Background: an optimization exercise with open tools, aiming at small area and a short achievable clock period. Do not read the settings as production practice.
At most, simulation tests tie the RTL to the original design; equivalence was not proved.
Power and IR drop assume default switching activity.

==> module trace_ram, before the edit <==
module trace_ram #(
  parameter int ROWS  = 15,
  parameter int WIDTH = 192,
  parameter int TAP0  = 6,
  parameter int NSEL  = 9
) (
  input  logic             clk,
  input  logic [WIDTH-1:0] wdata,
  input  logic             shift,
  input  logic             ld,
  input  logic [NSEL-1:0]  sel,
  output logic [WIDTH-1:0] rdata
);
  logic [WIDTH-1:0] stage, pick;
  logic [WIDTH-1:0] mem [ROWS];
  always_ff @(posedge clk) begin
    stage <= wdata;
  end
  always_ff @(posedge clk) begin
    if (shift) begin
      mem[0] <= stage;
      for (int i = 1; i < ROWS; i++) begin
        mem[i] <= mem[i-1];
      end
    end
  end
  always_comb begin
    pick = '0;
    for (int i = 0; i < NSEL; i++) begin
      pick = pick | ({WIDTH{sel[i]}} & mem[TAP0 + i]);
    end
  end
  always_ff @(posedge clk) begin
    if (ld) begin
      rdata <= pick;
    end
  end
endmodule
==> module riscv_trace_buffer, before the edit <==
module riscv_trace_buffer #(
  parameter int XLEN       = 32,
  parameter int NUM_REGS   = 4,
  parameter int DEPTH      = 16,
  parameter int POST_DEPTH = 8
) (
  input  logic                     clk,
  input  logic                     reset,
  input  logic [XLEN-1:0]          pc_dbg,
  input  logic [XLEN-1:0]          instr_dbg,
  input  logic [NUM_REGS*XLEN-1:0] regs_dbg,
  input  logic                     arm,
  input  logic                     clear,
  input  logic                     mode,
  input  logic                     trig_en,
  input  logic [XLEN-1:0]          trig_pc,
  output logic                     busy,
  output logic                     triggered,
  output logic                     wrapped,
  output logic                     rd_valid,
  input  logic                     rd_ready,
  output logic [XLEN-1:0]          rd_pc,
  output logic [XLEN-1:0]          rd_instr,
  output logic [NUM_REGS*XLEN-1:0] rd_regs,
  output logic                     rd_last
);
  localparam int AW = $clog2(DEPTH);
  localparam int CW = AW + 1;
  localparam int EW = riscv_dbg_pkg::entry_w(XLEN, NUM_REGS);
  localparam logic [CW-1:0] DEPTH_C = CW'(DEPTH);
  localparam logic [CW-1:0] POST_C  = CW'(POST_DEPTH);
  localparam logic [CW-1:0] ONE_C   = CW'(1);
  localparam logic [CW-1:0] TWO_C   = CW'(2);
  localparam int TAP0 = POST_DEPTH - 1;
  localparam int NSEL = DEPTH - 1 - TAP0;
  logic          armed_q, post_q, mode_q, first_q, cap_q, merged_q;
  logic [CW-1:0] count, post_cnt, rd_left;
  logic [NSEL-1:0] osel_q;
  logic [NSEL:0]   rsel_q;
  logic [XLEN-1:0] pc_q;
  logic          idle, cnt_full, gd, last_pop;
  logic [CW-1:0] cnt_inc;
  logic [NSEL-1:0] osel_trig;
  logic          chg, teq, cap, fire, gdone, pop, start;
  logic          shift, ld;
  logic [EW-1:0] wdata, rdata;
  assign idle     = !busy && !rd_valid;
  assign cnt_full = (count == DEPTH_C);
  assign cnt_inc  = cnt_full ? count : count + ONE_C;
  assign gd       = mode_q ? (post_q && (post_cnt == ONE_C)) : (cnt_inc == DEPTH_C);
  assign last_pop = (rd_left == ONE_C);
  always_comb begin
    osel_trig = '0;
    if (count >= CW'(NSEL - 1)) osel_trig[NSEL-1] = 1'b1;
    else                        osel_trig[count[$clog2(NSEL)-1:0]] = 1'b1;
  end
  assign chg   = (pc_dbg != pc_q);
  assign teq   = trig_en && (pc_dbg == trig_pc);
  assign cap   = busy && (first_q || chg);
  assign fire  = cap && armed_q && mode_q && teq;
  assign gdone = cap && gd;
  assign pop   = rd_valid && rd_ready;
  assign start = idle && arm;
  always_ff @(posedge clk or posedge reset) begin
    if (reset) begin
      armed_q   <= 1'b0;
      post_q    <= 1'b0;
      busy      <= 1'b0;
      rd_valid  <= 1'b0;
      rd_last   <= 1'b0;
      mode_q    <= 1'b0;
      first_q   <= 1'b0;
      count     <= '0;
      post_cnt  <= '0;
      rd_left   <= '0;
      triggered <= 1'b0;
      wrapped   <= 1'b0;
      osel_q    <= '0;
      cap_q     <= 1'b0;
      merged_q  <= 1'b0;
      rsel_q    <= '0;
    end else begin
      armed_q   <= !clear && (start || (armed_q && !fire && !gdone));
      post_q    <= !clear && (fire || (post_q && !gdone));
      busy      <= !clear && (start || (busy && !gdone));
      rd_valid  <= !clear && (gdone || (rd_valid && !(pop && last_pop)));
      rd_last   <= !clear && (gdone ? (cnt_inc == ONE_C)
                                    : (rd_valid && (pop ? (rd_left == TWO_C) : last_pop)));
      rd_left   <= clear ? '0 : gdone ? cnt_inc : pop ? rd_left - ONE_C : rd_left;
      mode_q    <= start ? mode : mode_q;
      first_q   <= start || (first_q && !cap);
      count     <= start ? '0 : cap ? cnt_inc : count;
      post_cnt  <= fire ? POST_C : (cap && post_q) ? post_cnt - ONE_C : post_cnt;
      triggered <= !start && (triggered || fire);
      wrapped   <= !start && (wrapped || (cap && cnt_full));
      osel_q    <= start ? NSEL'(1) << (NSEL - 1) : fire ? osel_trig : osel_q;
      cap_q     <= cap;
      merged_q  <= rd_valid && (merged_q || (cap_q && rd_ready));
      rsel_q    <= (cap || (rd_valid && (merged_q || (cap_q && rd_ready)))) ? {1'b0, osel_q}
                                                                           : {osel_q, 1'b0};
    end
  end
  always_ff @(posedge clk) begin
    pc_q <= pc_dbg;
  end
  assign shift = cap_q || pop;
  assign ld    = !rd_valid || rd_ready;
  assign wdata = {regs_dbg, instr_dbg, pc_dbg};
  trace_ram #(
    .ROWS  (DEPTH - 1),
    .WIDTH (EW),
    .TAP0  (TAP0 - 1),
    .NSEL  (NSEL + 1)
  ) u_ram (
    .clk   (clk),
    .wdata (wdata),
    .shift (shift),
    .ld    (ld),
    .sel   (rsel_q),
    .rdata (rdata)
  );
  assign rd_pc    = rdata[XLEN-1:0];
  assign rd_instr = rdata[2*XLEN-1:XLEN];
  assign rd_regs  = rdata[EW-1:2*XLEN];
endmodule
clock: 5.5 ns
lec_check: 0
cap_margin: 20
core_margin: 2
core_utilization: 60
cts_cluster_diameter: 80
cts_cluster_size: 30
setup_slack_margin: 3.0
slew_margin: 20
run.sh (not shown) runs the stock make flow with config.mk's settings and CLKGATE_MAP_FILE= SYNTH_SCRIPT=/design/flow/synth_recipe.tcl, a recipe that flattens the netlist after the stock synthesis.
Then changed:
--- a/flow/design.v
+++ b/flow/design.v
@@ -35,21 +35,19 @@
       for (int i = 1; i < ROWS; i++) begin
         mem[i] <= mem[i-1];
       end
     end
   end
   always_comb begin
-    pick = '0;
+    pick = {WIDTH{!ld}} & rdata;
     for (int i = 0; i < NSEL; i++) begin
-      pick = pick | ({WIDTH{sel[i]}} & mem[TAP0 + i]);
+      pick = pick | ({WIDTH{ld && sel[i]}} & mem[TAP0 + i]);
     end
   end
   always_ff @(posedge clk) begin
-    if (ld) begin
-      rdata <= pick;
-    end
+    rdata <= pick;
   end
 endmodule
 module riscv_trace_buffer #(
   parameter int XLEN       = 32,
   parameter int NUM_REGS   = 4,
   parameter int DEPTH      = 16,
@@ -81,27 +79,27 @@
   localparam logic [CW-1:0] DEPTH_C = CW'(DEPTH);
   localparam logic [CW-1:0] POST_C  = CW'(POST_DEPTH);
   localparam logic [CW-1:0] ONE_C   = CW'(1);
   localparam logic [CW-1:0] TWO_C   = CW'(2);
   localparam int TAP0 = POST_DEPTH - 1;
   localparam int NSEL = DEPTH - 1 - TAP0;
-  logic          armed_q, post_q, mode_q, first_q, cap_q, merged_q;
+  logic          armed_q, post_q, mode_q, first_q, cap_q, merged_q, gd;
   logic [CW-1:0] count, post_cnt, rd_left;
   logic [NSEL-1:0] osel_q;
   logic [NSEL:0]   rsel_q;
   logic [XLEN-1:0] pc_q;
-  logic          idle, cnt_full, gd, last_pop;
+  logic          idle, cnt_full, gd_cap, last_pop;
   logic [CW-1:0] cnt_inc;
   logic [NSEL-1:0] osel_trig;
   logic          chg, teq, cap, fire, gdone, pop, start;
   logic          shift, ld;
   logic [EW-1:0] wdata, rdata;
   assign idle     = !busy && !rd_valid;
   assign cnt_full = (count == DEPTH_C);
   assign cnt_inc  = cnt_full ? count : count + ONE_C;
-  assign gd       = mode_q ? (post_q && (post_cnt == ONE_C)) : (cnt_inc == DEPTH_C);
+  assign gd_cap   = mode_q ? (post_q && (post_cnt == TWO_C)) : (cnt_inc == DEPTH_C - ONE_C);
   assign last_pop = (rd_left == ONE_C);
   always_comb begin
     osel_trig = '0;
     if (count >= CW'(NSEL - 1)) osel_trig[NSEL-1] = 1'b1;
     else                        osel_trig[count[$clog2(NSEL)-1:0]] = 1'b1;
   end
@@ -124,12 +122,13 @@
       count     <= '0;
       post_cnt  <= '0;
       rd_left   <= '0;
       triggered <= 1'b0;
       wrapped   <= 1'b0;
       osel_q    <= '0;
+      gd        <= 1'b0;
       cap_q     <= 1'b0;
       merged_q  <= 1'b0;
       rsel_q    <= '0;
     end else begin
       armed_q   <= !clear && (start || (armed_q && !fire && !gdone));
       post_q    <= !clear && (fire || (post_q && !gdone));
@@ -142,12 +141,13 @@
       first_q   <= start || (first_q && !cap);
       count     <= start ? '0 : cap ? cnt_inc : count;
       post_cnt  <= fire ? POST_C : (cap && post_q) ? post_cnt - ONE_C : post_cnt;
       triggered <= !start && (triggered || fire);
       wrapped   <= !start && (wrapped || (cap && cnt_full));
       osel_q    <= start ? NSEL'(1) << (NSEL - 1) : fire ? osel_trig : osel_q;
+      gd        <= !start && !fire && (cap ? gd_cap : gd);
       cap_q     <= cap;
       merged_q  <= rd_valid && (merged_q || (cap_q && rd_ready));
       rsel_q    <= (cap || (rd_valid && (merged_q || (cap_q && rd_ready)))) ? {1'b0, osel_q}
                                                                            : {osel_q, 1'b0};
     end
   end
Result: The new run produced a clean layout. Setup slack improves by 0.11 ns. Final area is higher by 0.96%. Power is higher by 5.1%. Via count is higher by 7.6%. Die area is about the same. Register-to-register slack barely changes. Synthesized area stays flat. Worst hold slack barely changes. Wire length is higher by 9.3%.
The RTL of the second run of this note was laid out without a check of its function.

========
The RTL this note starts from:
==> flow/design.v <==
package riscv_dbg_pkg;
  typedef enum logic [1:0] {
    ST_IDLE  = 2'd0,
    ST_ARMED = 2'd1,
    ST_POST  = 2'd2,
    ST_DONE  = 2'd3
  } trace_state_t;
  localparam logic MODE_STOP_FULL = 1'b0;
  localparam logic MODE_RING_TRIG = 1'b1;
  function automatic integer entry_w(input integer xlen, input integer num_regs);
    entry_w = xlen * (2 + num_regs);
  endfunction
endpackage
module trace_ram #(
  parameter int ROWS  = 14,
  parameter int WIDTH = 192,
  parameter int TAP0  = 6,
  parameter int NSEL  = 8
) (
  input  logic             clk,
  input  logic [WIDTH-1:0] wdata,
  input  logic             hold_stage,
  input  logic             shift,
  input  logic [NSEL-1:0]  sel,
  input  logic             hold,
  output logic [WIDTH-1:0] stage,
  output logic [WIDTH-1:0] rdata
);
  logic [WIDTH-1:0] pick;
  logic [WIDTH-1:0] mem [ROWS];
  always_ff @(posedge clk) begin
    if (!hold_stage) begin
      stage <= wdata;
    end
  end
  always_ff @(posedge clk) begin
    if (shift) begin
      mem[0] <= stage;
      for (int i = 1; i < ROWS; i++) begin
        mem[i] <= mem[i-1];
      end
    end
  end
  always_comb begin
    pick = {WIDTH{hold}} & rdata;
    for (int i = 0; i < NSEL; i++) begin
      pick = pick | ({WIDTH{sel[i]}} & mem[TAP0 + i]);
    end
  end
  always_ff @(posedge clk) begin
    rdata <= pick;
  end
endmodule
module riscv_trace_buffer #(
  parameter int XLEN       = 32,
  parameter int NUM_REGS   = 4,
  parameter int DEPTH      = 16,
  parameter int POST_DEPTH = 8
) (
  input  logic                     clk,
  input  logic                     reset,
  input  logic [XLEN-1:0]          pc_dbg,
  input  logic [XLEN-1:0]          instr_dbg,
  input  logic [NUM_REGS*XLEN-1:0] regs_dbg,
  input  logic                     arm,
  input  logic                     clear,
  input  logic                     mode,
  input  logic                     trig_en,
  input  logic [XLEN-1:0]          trig_pc,
  output logic                     busy,
  output logic                     triggered,
  output logic                     wrapped,
  output logic                     rd_valid,
  input  logic                     rd_ready,
  output logic [XLEN-1:0]          rd_pc,
  output logic [XLEN-1:0]          rd_instr,
  output logic [NUM_REGS*XLEN-1:0] rd_regs,
  output logic                     rd_last
);
  localparam int AW = $clog2(DEPTH);
  localparam int CW = AW + 1;
  localparam int EW = riscv_dbg_pkg::entry_w(XLEN, NUM_REGS);
  localparam logic [CW-1:0] DEPTH_C = CW'(DEPTH);
  localparam logic [CW-1:0] POST_C  = CW'(POST_DEPTH);
  localparam logic [CW-1:0] ONE_C   = CW'(1);
  localparam logic [CW-1:0] TWO_C   = CW'(2);
  localparam int TAP0 = POST_DEPTH - 2;
  localparam int NSEL = DEPTH - 2 - TAP0;
  logic          armed_q, post_q, busy_i, done_i, mode_q, first_q, cap_q, gd;
  logic [CW-1:0] count, post_cnt, rd_left;
  logic [NSEL-1:0] osel_q, tsel_q;
  logic          fire_q;
  logic [NSEL-1:0] rs_q, rsel;
  logic          hb_q, ld, rhold;
  logic          idle, cnt_full, gd_cap, last_pop;
  logic [CW-1:0] cnt_inc;
  logic [NSEL-1:0] osel_trig;
  logic          chg, teq, cap, fire, gdone, pop, start;
  logic          shift;
  logic [EW-1:0] wdata, stage, rdata;
  logic [XLEN-1:0] pc_q;
  assign idle     = !busy_i && !done_i;
  assign cnt_full = (count == DEPTH_C);
  assign cnt_inc  = cnt_full ? count : count + ONE_C;
  assign gd_cap   = mode_q ? (post_q && (post_cnt == TWO_C)) : (cnt_inc == DEPTH_C - ONE_C);
  assign last_pop = (rd_left == ONE_C);
  always_comb begin
    osel_trig = '0;
    if (count >= CW'(NSEL - 1)) osel_trig[NSEL-1] = 1'b1;
    else                        osel_trig[count[$clog2(NSEL)-1:0]] = 1'b1;
  end
  assign pc_q  = stage[XLEN-1:0];
  assign chg   = (pc_dbg != pc_q);
  assign teq   = trig_en && (pc_dbg == trig_pc);
  assign cap   = busy_i && (first_q || chg);
  assign fire  = cap && armed_q && mode_q && teq;
  assign gdone = cap && gd;
  assign pop   = done_i && rd_ready;
  assign start = idle && arm;
  always_ff @(posedge clk or posedge reset) begin
    if (reset) begin
      armed_q   <= 1'b0;
      post_q    <= 1'b0;
      busy_i    <= 1'b0;
      done_i    <= 1'b0;
      busy      <= 1'b0;
      rd_valid  <= 1'b0;
      rd_last   <= 1'b0;
      triggered <= 1'b0;
      wrapped   <= 1'b0;
    end else begin
      armed_q   <= !clear && (start || (armed_q && !fire && !gdone));
      post_q    <= !clear && (fire || (post_q && !gdone));
      busy_i    <= !clear && (start || (busy_i && !gdone));
      done_i    <= !clear && (gdone || (done_i && !(pop && last_pop)));
      busy      <= !clear && (start || (busy && !gdone));
      rd_valid  <= !clear && (gdone || (rd_valid && !(pop && last_pop)));
      rd_last   <= !clear && (gdone ? (cnt_inc == ONE_C)
                                    : (done_i && (pop ? (rd_left == TWO_C) : last_pop)));
      triggered <= !start && (triggered || fire);
      wrapped   <= !start && (wrapped || (cap && cnt_full));
    end
  end
  always_ff @(posedge clk) begin
    rd_left   <= clear ? '0 : gdone ? cnt_inc : pop ? rd_left - ONE_C : rd_left;
    mode_q    <= start ? mode : mode_q;
    first_q   <= start || (first_q && !cap);
    count     <= start ? '0 : cap ? cnt_inc : count;
    post_cnt  <= !post_q ? POST_C : cap ? post_cnt - ONE_C : post_cnt;
    fire_q    <= fire;
    tsel_q    <= osel_trig;
    osel_q    <= start ? NSEL'(1) << (NSEL - 1) : fire_q ? tsel_q : osel_q;
    gd        <= !start && (cap ? gd_cap : gd);
    cap_q     <= cap;
    rs_q      <= (cap || done_i) ? osel_q : {osel_q[NSEL-2:0], 1'b0};
    hb_q      <= !(cap || done_i) && osel_q[NSEL-1];
  end
  assign ld    = !done_i || rd_ready;
  assign rsel  = ld ? rs_q : '0;
  assign rhold = !ld || hb_q;
  assign shift = done_i ? rd_ready : cap_q;
  assign wdata = {regs_dbg, instr_dbg, pc_dbg};
  trace_ram #(
    .ROWS  (DEPTH - 2),
    .WIDTH (EW),
    .TAP0  (TAP0),
    .NSEL  (NSEL)
  ) u_ram (
    .clk        (clk),
    .wdata      (wdata),
    .hold_stage (done_i),
    .shift      (shift),
    .sel        (rsel),
    .hold       (rhold),
    .stage      (stage),
    .rdata      (rdata)
  );
  assign rd_pc    = rdata[XLEN-1:0];
  assign rd_instr = rdata[2*XLEN-1:XLEN];
  assign rd_regs  = rdata[EW-1:2*XLEN];
endmodule
==> flow/config.mk <==
export PLATFORM = sky130hd
export DESIGN_NAME = riscv_trace_buffer
export DESIGN_NICKNAME = riscv_trace_buffer
export VERILOG_FILES = /design/flow/design.v
export SDC_FILE = /design/flow/constraint.sdc
export NUM_CORES = 4
export LEC_CHECK = 0
export CAP_MARGIN = 20
export CORE_MARGIN = 2
export CORE_UTILIZATION = 60
export CTS_CLUSTER_DIAMETER = 80
export CTS_CLUSTER_SIZE = 30
export SETUP_SLACK_MARGIN = 3.2
export SLEW_MARGIN = 20
==> flow/constraint.sdc <==
create_clock -name core_clock -period 5.5 [get_ports {clk}]
set_input_delay 1.1000 -clock core_clock [delete_from_list [all_inputs] [get_ports {clk}]]
set_output_delay 1.1000 -clock core_clock [all_outputs]
set_load 0.01 [all_outputs]
The starting point finished with timing, DRC and antenna clean.
==> next run, changes <==
--- a/flow/design.v
+++ b/flow/design.v
@@ -89,6 +89,5 @@
   logic          armed_q, post_q, busy_i, done_i, mode_q, first_q, cap_q, gd;
   logic [CW-1:0] count, post_cnt, rd_left;
-  logic [NSEL-1:0] osel_q, tsel_q;
-  logic          fire_q;
+  logic [NSEL-1:0] osel_q;
   logic [NSEL-1:0] rs_q, rsel;
   logic          hb_q, ld, rhold;
@@ -147,9 +146,7 @@
     first_q   <= start || (first_q && !cap);
     count     <= start ? '0 : cap ? cnt_inc : count;
-    post_cnt  <= !post_q ? POST_C : cap ? post_cnt - ONE_C : post_cnt;
-    fire_q    <= fire;
-    tsel_q    <= osel_trig;
-    osel_q    <= start ? NSEL'(1) << (NSEL - 1) : fire_q ? tsel_q : osel_q;
-    gd        <= !start && (cap ? gd_cap : gd);
+    post_cnt  <= fire ? POST_C : (cap && post_q) ? post_cnt - ONE_C : post_cnt;
+    osel_q    <= start ? NSEL'(1) << (NSEL - 1) : fire ? osel_trig : osel_q;
+    gd        <= !start && !fire && (cap ? gd_cap : gd);
     cap_q     <= cap;
     rs_q      <= (cap || done_i) ? osel_q : {osel_q[NSEL-2:0], 1'b0};
After rerunning: Clock-buffer cell count decreases by 4; register-to-register slack is better by 0.10 ns; via count stays flat; worst setup slack is better by 0.056 ns; die area barely changes; total power barely changes; fmax grows by 2.3%; clock skew rose by 0.011 ns; hold slack loses 0.0070 ns; design area stays flat; global-route usage rises by 0.11 points.
The RTL of the first run of this note was laid out without a check of its function.

-- static timing again, ports no longer ideal --
The results above use ideal ports. As a check the final layouts listed here were re-extracted and re-timed, cells and wires unchanged. Step 1: set_driving_cell puts a clkbuf_16 on clk and a buf_2 on each other input, an assumption about the parent block. Step 2 moves the port delays by t, midway between the first and last clock arrival at a register: inputs arrive t later, outputs are due t later. That takes back most of the time a late clock gives input paths. a / b / c = no drivers / after step 1 / after step 2; a / b = the first two.
run	t, ns	setup slack, ns	worst setup path at the end	worst slew at a driven data input, ns	pins driven straight from the clock port
the first run of note 1	0.887	2.844 / 2.763 / 2.199	input to register	0.16	1
the second run of note 1	0.903	2.954 / 2.864 / 2.181	input to register	0.05	1
the first run of note 2	0.857	3.008 / 2.924 / 2.223	input to register	0.18	1
the second run of note 2	0.900	3.063 / 2.972 / 2.322	input to register	0.16	1
After both steps setup and hold are still met in every run listed. The setup slack of the first run of note 2, which loses most, moves by -0.084 ns with the drivers and by -0.785 ns with both steps.
